From an optimization exercise on the open Yosys and OpenROAD flow, aimed at small area, a short achievable clock period and few clock cycles per item; shortcuts taken in it are not production practice. No functional check of the RTL was part of any run shown here. No activity file was given, so power comes from the tool's default toggle rates.

==> flow/design.v <==
`timescale 1ns / 1ps
module message_field_filter_core
(
    input  logic        clk,
    input  logic        rst_n,
    input  logic        cfg_we,
    input  logic [2:0]  cfg_index,
    input  logic [63:0] cfg_data,
    input  logic        in_valid,
    output logic        in_stall,
    input  logic [7:0]  data_byte,
    input  logic        last_byte,
    output logic        out_valid,
    input  logic        out_stall,
    output logic        matched,
    output logic [15:0] slice_start,
    output logic [15:0] slice_length,
    output logic [15:0] message_size,
    output logic        size_overflow
);
    logic [1:0]  c_mode;
    logic [15:0] c_req;
    logic [15:0] c_off;
    logic [3:0]  c_cnt;
    logic [63:0] c_tmpl;
    logic [31:0] c_rstart;
    logic [31:0] c_rwidth;
    logic [15:0] c_slice;
    always_ff @(posedge clk)
    begin
        if (cfg_we)
        begin
            case (cfg_index)
                3'd0: c_mode   <= cfg_data[1:0];
                3'd1: c_req    <= cfg_data[15:0];
                3'd2: c_off    <= cfg_data[15:0];
                3'd3: c_cnt    <= cfg_data[3:0];
                3'd4: c_tmpl   <= cfg_data;
                3'd5: c_rstart <= cfg_data[31:0];
                3'd6: c_rwidth <= cfg_data[31:0];
                default: c_slice <= cfg_data[15:0];
            endcase
        end
    end
    logic       in_valid_reg;
    logic [7:0] data_reg;
    logic       last_reg;
    logic        st;         
    logic        done;       
    logic [15:0] size;
    logic        ovf;
    logic        teq;        
    logic        b1;         
    logic        b2;         
    logic        o_matched;
    logic [15:0] o_size;
    logic        o_ovf;
    logic push, fire;
    assign push     = done && !out_valid;
    assign fire     = in_valid_reg && (!done || push);
    assign in_stall = in_valid_reg && done && out_valid;
    always_ff @(posedge clk or negedge rst_n)
    begin
        if (!rst_n)
            in_valid_reg <= 1'b0;
        else
            in_valid_reg <= in_valid || in_stall;
    end
    always_ff @(posedge clk)
    begin
        if (!in_stall)
        begin
            data_reg <= data_byte;
            last_reg <= last_byte;
        end
    end
    logic [16:0] rel;
    logic        off_zero;
    logic        win8, win4;
    logic [2:0]  idx;
    assign rel      = {1'b0, size} - {1'b0, c_off};
    assign off_zero = (c_off == 16'd0);
    assign win8     = st ? off_zero : (rel[16:3] == 14'd0);
    assign win4     = win8 && !idx[2];
    assign idx      = st ? 3'd0 : rel[2:0];
    logic [15:0] size_cur;
    logic        ovf_cur, teq_cur, b1_cur, b2_cur;
    assign size_cur = st ? 16'd0 : size;
    assign ovf_cur  = !st && ovf;
    assign teq_cur  = st || teq;
    assign b1_cur   = !st && b1;
    assign b2_cur   = !st && b2;
    logic       full;
    logic       t_win, r_win;
    logic [7:0] t_byte, rs_byte, rw_byte;
    logic [8:0] d1, d2;
    assign full    = (size_cur == 16'hFFFF);
    assign t_win   = (c_mode == 2'd0) && win8 && (c_cnt[3] || idx < c_cnt[2:0]);
    assign r_win   = (c_mode == 2'd1) && win4;
    assign t_byte  = c_tmpl[{idx, 3'b000} +: 8];
    assign rs_byte = c_rstart[{idx[1:0], 3'b000} +: 8];
    assign rw_byte = c_rwidth[{idx[1:0], 3'b000} +: 8];
    assign d1      = {1'b0, data_reg} - {1'b0, rs_byte} - {8'd0, b1_cur};
    assign d2      = {1'b0, d1[7:0]} - {1'b0, rw_byte} - {8'd0, b2_cur};
    always_ff @(posedge clk or negedge rst_n)
    begin
        if (!rst_n)
        begin
            st   <= 1'b1;
            done <= 1'b0;
        end
        else
        begin
            if (fire)
                st <= last_reg;
            done <= (fire && last_reg) || (done && !push);
        end
    end
    always_ff @(posedge clk)
    begin
        if (fire)
        begin
            if (full)
            begin
                size <= size_cur;
                ovf  <= 1'b1;
                teq  <= teq_cur;
                b1   <= b1_cur;
                b2   <= b2_cur;
            end
            else
            begin
                size <= size_cur + 16'd1;
                ovf  <= ovf_cur;
                teq  <= teq_cur && !(t_win && (t_byte != data_reg));
                b1   <= r_win ? d1[8] : b1_cur;
                b2   <= r_win ? d2[8] : b2_cur;
            end
        end
    end
    logic [3:0] n_eff;
    logic       ok_len, ok_mode;
    assign n_eff  = c_cnt[3] ? 4'd8 : c_cnt;
    assign ok_len = (c_req == 16'd0) || (size == c_req);
    always_comb
    begin
        case (c_mode)
            2'd0:    ok_mode = !rel[16] && (rel[15:0] >= {12'd0, n_eff}) && teq;
            2'd1:    ok_mode = !rel[16] && (rel[15:0] >= 16'd4) && b2;
            2'd2:    ok_mode = !rel[16] && (rel[15:0] >= c_slice);
            default: ok_mode = 1'b0;
        endcase
    end
    always_ff @(posedge clk or negedge rst_n)
    begin
        if (!rst_n)
            out_valid <= 1'b0;
        else
            out_valid <= push || (out_valid && out_stall);
    end
    always_ff @(posedge clk)
    begin
        if (push)
        begin
            o_matched <= !ovf && ok_len && ok_mode;
            o_size    <= size;
            o_ovf     <= ovf;
        end
    end
    logic is_slice;
    assign is_slice      = (c_mode == 2'd2);
    assign matched       = o_matched;
    assign message_size  = o_size;
    assign size_overflow = o_ovf;
    assign slice_start   = is_slice ? c_off : 16'd0;
    assign slice_length  = is_slice ? c_slice : o_size;
endmodule
==> flow/run.sh <==
#!/bin/bash
# synth_recipe.tcl (not shown) runs the flow's synth.tcl, then flattens the netlist and writes it again
# the make line also repeats each setting of config.mk as NAME=value (left out here)
make -C /OpenROAD-flow-scripts/flow DESIGN_CONFIG=/design/flow/config.mk WORK_HOME=/design/flow/orfs CLKGATE_MAP_FILE= SYNTH_SCRIPT=/design/flow/synth_recipe.tcl finish
==> flow/config.mk <==
export PLATFORM = sky130hd
export DESIGN_NAME = message_field_filter_core
export DESIGN_NICKNAME = message_field_filter_core
export VERILOG_FILES = /design/flow/design.v
export SDC_FILE = /design/flow/constraint.sdc
export NUM_CORES = 4
export LEC_CHECK = 0
export CAP_MARGIN = 20
export CORE_MARGIN = 2
export CORE_UTILIZATION = 40
export SLEW_MARGIN = 20
==> flow/constraint.sdc <==
create_clock -name core_clock -period 8.5 [get_ports {clk}]
set_input_delay 1.7000 -clock core_clock [delete_from_list [all_inputs] [get_ports {clk}]]
set_output_delay 1.7000 -clock core_clock [all_outputs]
set_load 0.01 [all_outputs]
==> run notes, run 1 <==
- After floorplanning, the core was sized to cover 28500 um2.
- The number of clock sinks is 233.
- The count of nets after finishing is 1176.
- By area the synthesized netlist is led by sky130_fd_sc_hd__edfxtp_1 60%, sky130_fd_sc_hd__ha_1 7.2%, sky130_fd_sc_hd__inv_1 2.6%.
- The clock network burns 24.6% of the power.
- The count of endpoints failing setup in the final report is 0.
- The synthesized netlist net count is 1029.
- The wire-length estimate of the detail-placed layout is 20900 um.
- The pre-antenna-repair detailed-routing pass consisted of 6 iterations.
- The number of hold violations in the final report is 0.
- Internal power comes to 2920 uW.
- Of the cells placed in the final design, the portion with a size suffix greater than 1 is 9.38%.
- The slowest cell on the critical path is sky130_fd_sc_hd__fa_1.
- The post-detailed-routing wire length is 29200 um.
- The area growth from synthesis to layout is 23.1%.
- Timing analysis after detailed placement gives a worst setup slack of 3.51 ns.
- For the worst setup path, the data required time is 8.78 ns.
- The leading area contributor after synthesis is sky130_fd_sc_hd__edfxtp_1.
- The sequential share of the synthesized area is 60.6%.
- The clock tree root buffer cell is sky130_fd_sc_hd__clkbuf_16.
- In this run the vertical extent of the chip is 174 um.
- Registers are responsible for 34.0% of the overall power.
- Global routing finished with a remaining overflow of 0.
- The number of H-tree levels is 1.
- The worst min-delay path category is flop to flop.
- The most common flop cell mapped by yosys is sky130_fd_sc_hd__edfxtp_1.
- For this run, the number of Yosys warnings is 1.
- The routed design could run at a clock period as short as 4.99 ns.
- The type of origin of the critical path is a flop.
- The net switching share of the total power is 35.4%.
- After detailed routing, the number of vias per cell comes to 5.20.
- The final routed DRC violation total is 0.
- A synthesized cell averages 13.1 um2.
- The maximum clock path buffer count is 3.
- Traced cell by cell, the critical path runs through inv_1 -> ha_2 -> fa_1 -> or2_2 -> buf_4 -> a211oi_1 -> a31oi_1 -> fa_1 -> fa_1 -> a21boi_0 -> o21ai_0 -> nand2b_1 -> a21oi_1 -> xnor2_1 -> ha_1 -> inv_1 -> ha_1 -> o21ai_0 -> a21oi_1 -> xor2_1 -> mux2i_1.
- The DRC violation total after the first TritonRoute iteration is 486.
- The horizontal die dimension is 174 um.
- The initial antenna violation count is 1.
- The number of buffers created by CTS is 26.
- The flow ran to the end and the layout has no timing, DRC or antenna violations.
- The cell count after synthesis is 879.
- The switching power of the nets is 1600 uW.
- Entering global routing, the biggest net connects 65 pins.
- Dividing the detail-routed wire length by the instance count gives 20.4 um.
- The number of cells in the design after placement is 1382.
- The synthesized design contains 233 register bits.
- Yosys instantiated no cell more often than sky130_fd_sc_hd__edfxtp_1.
- At the later pin of the worst-skew pair, clock insertion delay measures 0.54 ns.
- For the final routed database, the setup TNS stands at 0 ns.
- The worst-case headroom to the max-slew limit is 45.8%.
- The largest registers in the layout are c_tmpl (64), c_rstart (32), c_rwidth (32).
- The post-synthesis cell type count is 66.
- In this run the count of I/O pins placed on the die edge is 133.
- The floorplan step defined a die boundary enclosing 30200 um2.
- The category of the worst setup path capture point is a flop.
- Counting instances in the post-synthesis netlist gives the leading cell types as 229 x sky130_fd_sc_hd__edfxtp_1, 79 x sky130_fd_sc_hd__inv_1, 66 x sky130_fd_sc_hd__ha_1.
- In the finished design, the share of the clock period the worst path needs comes to 58.7%.
- The number of setup buffers added after CTS is 0.
- The count of antenna diodes in the layout is 0.
- The fraction of post-synthesis cell area in the top cell type by area is 59.7%.
- Across all layers, the routed design uses 7432 vias.
- The max-slew violation count was 0.
- The total power per unit cell area is 319 nW/um2.
- The starting density of the core is 40.3%.
- The largest incremental delay on the critical path is 0.46 ns.
- The cell area that synthesis handed to floorplanning was 11500 um2.
- The maximum achievable frequency is 0.200 GHz.
- The standby leakage power is 0.00526 uW.
- The global-route usage over all layers is 19.4%.
- The number of gates resized after CTS was 0.
- Setup repair after global routing left no endpoint under its margin.
- The CTS clock-pin slew for the worst setup and hold paths is 0.06 ns.
- The actual slew at the worst max-slew pin is 0.813 ns.
- The final weighted congestion of routability-driven global placement is 0.878.
- The worst setup path is of the flop to flop kind.
- The peak supply drop is 169 uV.
- The register with the most flip-flops in the layout has 64 of them.
- In this design, the critical path's most frequently occurring cell is sky130_fd_sc_hd__fa_1.
- The count of nets left with antenna violations once routing finished came out at 0.
- The family with the most delay on the worst path is adder cells.
- Data arrives at the worst endpoint at 5.28 ns.
- The count of cells in the finished layout, fillers not included, comes to 1429.
- The via count of the first global-routing pass is 7385.
- The number of cell rows is 62.
- The number of hold buffers added after CTS was 0.
- The worst path meets setup with 3.51 ns of slack.
- The critical-path maximum fanout is 45.
- The share of total power in combinational logic is 41.4%.
- The max-cap check violation count is 0.
- The async set-or-reset flop fraction in the synthesized netlist is 1.72%.
- The number of enable flip-flop cells after synthesis is 229.
- Ranked by flip-flop count, first place goes to c_tmpl.
- The first-pass GRT wire length is 44600 um.
- The buffering stage count on the worst path with inverters included is 3.
- The number of buffers inserted by port buffering is 132.
- The overall power is 4520 uW.
- The worst-case clock skew is 0.0181 ns.
- The TritonCTS clock tree is yes.
-- logic make-up (layout without fill, tap and decap cells) --
logic type,count (synthesis),in the layout,synth area share (%)
flip-flops,233,233,60.6
AO/OA/AOI/OAI,137,137,8.03
multiplexers,49,49,5.37
buffers and inverters,106,272,3.52
adder cells (fa/ha/maj),69,69,7.69
AND/OR/NAND/NOR,235,235,10.8
XOR/XNOR,50,50,3.97
-- layout by cell type, fill, tap and decap left out, types with 16 or more instances in the layout --
cell,instances
sky130_fd_sc_hd__a31oi_1,18
sky130_fd_sc_hd__nor2b_1,30
sky130_fd_sc_hd__and2_1,22
sky130_fd_sc_hd__a211oi_1,16
sky130_fd_sc_hd__mux2_2,21
sky130_fd_sc_hd__xor2_1,30
sky130_fd_sc_hd__inv_1,79
sky130_fd_sc_hd__clkbuf_16,27
sky130_fd_sc_hd__mux2i_1,19
sky130_fd_sc_hd__o21ai_0,19
sky130_fd_sc_hd__nand2b_1,16
sky130_fd_sc_hd__nor4_1,19
sky130_fd_sc_hd__edfxtp_1,229
sky130_fd_sc_hd__nand2_1,64
sky130_fd_sc_hd__xnor2_1,19
sky130_fd_sc_hd__a21oi_1,31
sky130_fd_sc_hd__clkdlybuf4s50_1,132
sky130_fd_sc_hd__ha_1,65
sky130_fd_sc_hd__nor2_1,28
-- worst paths after layout --
| path | from | end | slack [ns] | depth (start not counted) |
|---|---|---|---|---|
| min reg2reg | last_reg | done | 0.49 | 1 |
| max reg2reg | size[0] | b2 | 3.51 | 21 |
| max | size[0] | b2 | 3.51 | 21 |
| max in group asynchronous | rst_n | st | 6.90 | 1 |
| min in group asynchronous | rst_n | out_valid | 1.36 | 1 |
| min | last_reg | done | 0.49 | 1 |
-- final cells by class --
type	instances	area [um2]
flip-flops and latches	233	6980
clock inverters	17	158
inverters	81	307
clock buffers	30	687
fillers	2556	14400
multi-input cells	540	4160
repair buffers	144	1410
well taps	384	480
-- per-layer routing --
layer | vias up | wire length, um | GRT usage (%)
li1 | 3557 | - | -
met1 | 3582 | 12900 | 26.8
met2 | 254 | 14000 | 32.7
met3 | 39 | 1600 | 2.76
met4 | 0 | 632 | 4.73
met5 | - | 0 | 0
-- through the flow --
stage	area, um2	util, %	hold slack, ns
floorplan	11500	-	0.450
global placement	13300	46.7	0.487
detailed placement	13300	46.7	0.485
CTS	14200	49.7	0.500
global route	14200	49.7	0.543
finish	14200	49.7	0.491
-- power by group through the flow --
stage	Clock (uW)	Combinational, uW	Sequential (uW)
final	1110	1870	1540
after global routing	1190	2130	1560
after CTS	1140	1890	1540
after detailed placement	0	1880	1560
after global placement	0	1850	1560
after floorplan	0	1360	1510
==> inputs of run 2 (changes only) <==
--- a/flow/design.v
+++ b/flow/design.v
@@ -52,6 +52,8 @@
     logic        teq;        
     logic        b1;         
     logic        b2;         
+    logic        nwin;       
+    logic [2:0]  nidx;       
     logic        o_matched;
     logic [15:0] o_size;
     logic        o_ovf;
@@ -75,33 +77,49 @@
         end
     end
     logic [16:0] rel;
-    logic        off_zero;
-    logic        win8, win4;
-    logic [2:0]  idx;
-    assign rel      = {1'b0, size} - {1'b0, c_off};
+    assign rel = {1'b0, size} - {1'b0, c_off};
+    logic       off_zero;
+    logic       win8;
+    logic [2:0] idx;
     assign off_zero = (c_off == 16'd0);
-    assign win8     = st ? off_zero : (rel[16:3] == 14'd0);
-    assign win4     = win8 && !idx[2];
-    assign idx      = st ? 3'd0 : rel[2:0];
-    logic [15:0] size_cur;
-    logic        ovf_cur, teq_cur, b1_cur, b2_cur;
-    assign size_cur = st ? 16'd0 : size;
-    assign ovf_cur  = !st && ovf;
-    assign teq_cur  = st || teq;
-    assign b1_cur   = !st && b1;
-    assign b2_cur   = !st && b2;
-    logic       full;
-    logic       t_win, r_win;
-    logic [7:0] t_byte, rs_byte, rw_byte;
-    logic [8:0] d1, d2;
-    assign full    = (size_cur == 16'hFFFF);
+    assign win8     = st ? off_zero : nwin;
+    assign idx      = st ? 3'd0 : nidx;
+    logic       nwin_next;
+    logic [2:0] nidx_next;
+    assign nwin_next = st ? (c_off[15:1] == 15'd0)
+                         : ((&rel) || (rel[16:3] == 14'd0 && rel[2:0] != 3'd7));
+    assign nidx_next = st ? {2'b00, !c_off[0]} : rel[2:0] + 3'd1;
+    logic        full;
+    logic        t_win, r_win;
+    logic [7:0]  t_byte, rs_byte, rw_byte;
+    logic        b1_cur, b2_cur;
+    logic        b1_new, b2_new;
+    logic [15:0] size_inc;
+    assign b1_cur  = !st && b1;
+    assign b2_cur  = !st && b2;
+    assign full    = !st && (size == 16'hFFFF);
     assign t_win   = (c_mode == 2'd0) && win8 && (c_cnt[3] || idx < c_cnt[2:0]);
-    assign r_win   = (c_mode == 2'd1) && win4;
+    assign r_win   = (c_mode == 2'd1) && win8 && !idx[2];
     assign t_byte  = c_tmpl[{idx, 3'b000} +: 8];
     assign rs_byte = c_rstart[{idx[1:0], 3'b000} +: 8];
     assign rw_byte = c_rwidth[{idx[1:0], 3'b000} +: 8];
-    assign d1      = {1'b0, data_reg} - {1'b0, rs_byte} - {8'd0, b1_cur};
-    assign d2      = {1'b0, d1[7:0]} - {1'b0, rw_byte} - {8'd0, b2_cur};
+    genvar gi;
+    generate
+        for (gi = 0; gi < 16; gi++)
+        begin : g_inc
+            if (gi == 0)
+                assign size_inc[gi] = !size[0];
+            else
+                assign size_inc[gi] = size[gi] ^ (&size[gi-1:0]);
+        end
+    endgenerate
+    logic [8:0] t1;
+    logic [9:0] t2;
+    assign t1     = {1'b0, data_reg} - {1'b0, rs_byte} - {8'd0, b1_cur};
+    assign t2     = {2'b00, data_reg} - {2'b00, rs_byte} - {2'b00, rw_byte}
+                    - {9'd0, b1_cur} - {9'd0, b2_cur};
+    assign b1_new = t1[8];
+    assign b2_new = b1_new ? (t2[9] && !t2[8]) : t2[9];
     always_ff @(posedge clk or negedge rst_n)
     begin
         if (!rst_n)
@@ -120,21 +138,19 @@
     begin
         if (fire)
         begin
+            nwin <= nwin_next;
+            nidx <= nidx_next;
             if (full)
             begin
-                size <= size_cur;
                 ovf  <= 1'b1;
-                teq  <= teq_cur;
-                b1   <= b1_cur;
-                b2   <= b2_cur;
             end
             else
             begin
-                size <= size_cur + 16'd1;
-                ovf  <= ovf_cur;
-                teq  <= teq_cur && !(t_win && (t_byte != data_reg));
-                b1   <= r_win ? d1[8] : b1_cur;
-                b2   <= r_win ? d2[8] : b2_cur;
+                size <= st ? 16'd1 : size_inc;
+                ovf  <= !st && ovf;
+                teq  <= (st || teq) && !(t_win && (t_byte != data_reg));
+                b1   <= r_win ? b1_new : b1_cur;
+                b2   <= r_win ? b2_new : b2_cur;
             end
         end
     end
--- a/flow/config.mk
+++ b/flow/config.mk
@@ -8,4 +8,5 @@
 export CAP_MARGIN = 20
 export CORE_MARGIN = 2
 export CORE_UTILIZATION = 40
+export SETUP_SLACK_MARGIN = 5
 export SLEW_MARGIN = 20
==> run notes, run 2 <==
- Dividing total power by cell area gives a power density of 335 nW/um2.
- The largest registers in the layout are c_tmpl (64), c_rstart (32), c_rwidth (32).
- Setup slack closes at 4.49 ns.
- In the synthesized netlist, the number of instances is 957.
- The region available for standard cell placement spans 29700 um2.
- The slowest cell on the critical path is sky130_fd_sc_hd__dfstp_4.
- Yosys mapped the design onto 70 distinct sky130hd cell types.
- After layout, the worst path uses 47.2% of the clock period.
- The number of flip-flops in the largest register is 64.
- The fraction of layout instances using a drive strength above 1 is 23.6%.
- The number of buffers inserted by port buffering is 132.
- In this run, CTS created clock tree buffers numbering 27.
- The post-synthesis cell area is 12100 um2.
- After detailed routing, the number of vias per cell comes to 5.39.
- After clock tree synthesis, the clock-pin slew on the worst setup and hold paths is 0.06 ns.
- Setup repair after global routing could not meet its margin everywhere.
- Excluding fillers, the count of instances in the completed layout stands at 1573.
- The area used by sequential logic in the layout is 7100 um2.
- The category of the worst setup path capture point is a flop.
- The worst-case headroom to the max-slew limit is 31.0%.
- The core occupancy in the finished layout is 54.2%.
- The most used flip-flop cell after synthesis is sky130_fd_sc_hd__edfxtp_1.
- After synthesis, the mean cell area works out to 12.6 um2.
- The largest incremental delay on the critical path is 0.64 ns.
- The die is 178 um tall.
- In the global route stage, overall resource usage came out at 20.9%.
- The layout filler cell count is 2488.
- The routed design could run at a clock period as short as 4.01 ns.
- Leaving out fill and tap cells, the most frequent cell in the layout is sky130_fd_sc_hd__edfxtp_1.
- The detailed router placed 8479 vias in this run.
- The worst-skew pair later-pin latency is 0.54 ns.
- The first-pass GRT wire length is 48800 um.
- After clock tree synthesis, the flow added hold-fix buffers numbering 0.
- The maximum clock path buffer count is 3.
- Setup violations remaining at the end of the flow were counted as 0.
- Walking the worst path, the cells encountered are nand2b_4 -> buf_12 -> clkinv_8 -> nand2_2 -> and2_4 -> ha_4 -> inv_2 -> fa_2 -> a21o_1 -> a21oi_2 -> xnor2_1 -> ha_1 -> inv_2 -> ha_4 -> nand3_4 -> a21oi_4 -> a2111oi_4 -> o21bai_2 -> a21oi_2 -> nand2_1 -> a41o_1.
- The Yosys warning count is 1.
- Once the floorplan was initialized, standard cells occupied 40.6% of the core.
- The tool flagged a number of max-cap violations equal to 0.
- The DRC violation total after the first TritonRoute iteration is 702.
- The boundary pin count is 133.
- The data arrival at the endpoint of the critical path is 4.29 ns.
- The total grt overflow is 0.
- The actual slew at the worst max-slew pin is 1.03 ns.
- The count of nets left with antenna violations once routing finished came out at 0.
- After detailed placement, the design holds a cell count of 1460.
- The number of nets handed over by synthesis was 1122.
- The count of nets after finishing is 1330.
- Leaving out fill and tap cells, the most frequent cells in the layout are 233 x sky130_fd_sc_hd__edfxtp_1, 100 x sky130_fd_sc_hd__clkdlybuf4s50_1, 90 x sky130_fd_sc_hd__inv_1.
- After synthesis, flip-flops and latches occupy 58.8% of the total area.
- STA classifies the critical path startpoint as a flop.
- The root buffer cell chosen for the clock tree is sky130_fd_sc_hd__clkbuf_16.
- The peak supply drop is 264 uV.
- The horizontal die dimension is 178 um.
- The most common cell in the synthesized netlist is sky130_fd_sc_hd__edfxtp_1.
- The pre-CTS setup slack is 3.40 ns.
- Global routing used 32.3% of the available met2 tracks.
- In the post-synthesis netlist, the biggest area contributors are sky130_fd_sc_hd__edfxtp_1 58%, sky130_fd_sc_hd__ha_1 8.4%, sky130_fd_sc_hd__inv_1 3.0%.
- The leading area contributor after synthesis is sky130_fd_sc_hd__edfxtp_1.
- Of all flip-flops after synthesis, the portion carrying an async set or reset was 1.69%.
- In the global route stage, met1 resource usage came out at 31.2%.
- The via count of the first global-routing pass was 8005.
- The pin count of the biggest net entering global routing is 65.
- The initial antenna violation count is 0.
- Data on the critical path is required at its endpoint by 8.78 ns.
- met2 is the most crowded layer.
- From synthesis to final layout, the design area changed by 33.3%.
- The number of hold violations in the final report is 0.
- The run finished with no timing, DRC or antenna violations.
- The synthesized design contains 233 enable-type register cells.
- The multi-input combinational cells in the finished layout cover a total of 5120 um2.
- The share of synthesized area in the top cell type comes to 57.9%.
- The total half-perimeter wirelength after legalization and detailed placement is 22600 um.
- The count of antenna diodes in the layout is 0.
- Summing all non-filler instances in the final layout gives an area of 16100 um2.
- TritonCTS built the clock tree.
- Synthesis inferred 237 register bits.
- The max-slew violation count is 0.
- Global routing consumed, on the met3 layer, 3.23% of the routing resources.
- The setup path with the least slack is of type flop to flop.
- The worst min-delay path category is flop to flop.
- In the final timing run, aggregate negative setup slack is 0 ns.
- After detailed routing, the number of remaining DRC violations is 0.
- The instance area after placement is 14000 um2.
- The standby leakage power is 0.00620 uW.
- The critical-path maximum fanout is 4.
- The first TritonRoute pass finished after 5 iterations.
- Dividing the detail-routed wire length by the instance count gives 21.4 um.
- More flip-flops sit in one register than any other, and that register is c_tmpl.
- The floorplan die area is 31600 um2.
- Based on the critical path, the design can be clocked at up to 0.249 GHz.
- Clock tree synthesis found a total of 237 sinks.
- After synthesis, the most frequently instantiated cells are 233 x sky130_fd_sc_hd__edfxtp_1, 98 x sky130_fd_sc_hd__inv_1, 81 x sky130_fd_sc_hd__ha_1.
- Wires add up to 33700 um.
- Row generation in the floorplan step produced 63 rows.
- The worst-case clock skew is 0.0138 ns.
- The number of H-tree levels is 1.
- The final weighted congestion of routability-driven global placement is 0.871.
run 2: final cells by class:
type	instances	share of cell area, %
inverters	99	2.39
clock buffers	30	4.27
flip-flops and latches	237	44.1
repair buffers	208	13.5
multi-input cells	592	31.8
clock inverters	17	0.886
well taps	390	3.03
run 2: what timing repair did:
| item | in CTS | in global routing |
|---|---|---|
| pin swaps | 33 | 28 |
| setup buffers | 50 | 10 |
| resized for setup | 234 | 70 |
| endpoints found under the setup margin | 38 | 35 |
| cloned | 5 | 1 |
run 2: stage by stage:
stage / hold slack, ns / power (uW)
2_1_floorplan: 0.450 / 2970
3_3_place_gp: 0.488 / 3530
3_5_place_dp: 0.514 / 3560
4_1_cts: 0.542 / 5120
5_1_grt: 0.552 / 5720
6_report: 0.550 / 5390
run 2: cell families (layout without fill, tap and decap cells):
family | count (synthesis) | after routing | synth area share, %
AND/OR/NAND/NOR | 253 | 253 | 11.0
AO/OA/AOI/OAI | 167 | 167 | 9.50
adder cells (fa/ha/maj) | 84 | 84 | 8.89
XOR/XNOR | 46 | 46 | 3.34
buffers and inverters | 128 | 354 | 4.00
flip-flops | 237 | 237 | 58.8
multiplexers | 42 | 42 | 4.50
run 2: where the power goes:
part / internal, uW / switching, uW
Combinational: 1300 / 1420
Clock: 639 / 466
Sequential: 1440 / 127
run 2: worst max-delay path, delay by kind of cell, from the launching register on:
| family | cells | cell delay, ns |
|---|---|---|
| AO/OA/AOI/OAI | 7 | 1.30 |
| XOR/XNOR | 1 | 0.10 |
| adder cells (fa/ha/maj) | 4 | 0.96 |
| buffers and inverters | 4 | 0.28 |
| flip-flops | 1 | 0.64 |
| AND/OR/NAND/NOR | 5 | 0.48 |
run 2: per-layer routing:
| metal | up-vias | routed length (um) | part of all wire [%] |
|---|---|---|---|
| met3 | 43 | 2370 | 7.0 |
| met4 | 0 | 635 | 1.9 |
| met2 | 307 | 15500 | 46 |
| met5 | - | 0 | 0 |
| met1 | 4188 | 15200 | 45 |
| li1 | 3941 | - | - |
run 2: worst paths after layout:
| kind | cells after the start | slack [ns] | from | endpoint |
|---|---|---|---|---|
| hold reg to reg | 1 | 0.55 | last_reg | done |
| max in group asynchronous | 1 | 6.87 | rst_n | st |
| setup / recovery | 21 | 4.49 | st | b2 |
| hold / removal | 1 | 0.55 | last_reg | done |
| setup reg to reg | 21 | 4.49 | st | b2 |
| min in group asynchronous | 1 | 1.38 | rst_n | in_valid_reg |

==> re-timing with driven ports <==
No port has a modelled driver above. Below, the same layouts with a new extraction and two added sets of constraints.
Step 1 (the two cells are an assumption about what drives the block):
set clk [get_ports {clk}]
set_driving_cell -lib_cell sky130_fd_sc_hd__clkbuf_16 $clk
set_driving_cell -lib_cell sky130_fd_sc_hd__buf_2 [delete_from_list [all_inputs] $clk]
Step 2, shift: input delay + t, output delay - t, t = (earliest + latest rising clock arrival at the registers) / 2. This alone moves slack from input paths to output paths.
Slacks: ideal / step 1 / step 2; pairs: ideal / step 1.
run	t (ns)	setup slack, ns	worst setup path after step 2	cell pins on the clock port's net
run 1	0.576	3.507 / 3.507 / 3.507	register to register	1
run 2	0.577	4.489 / 4.489 / 4.489	register to register	1
After both steps every run listed still meets setup and hold.
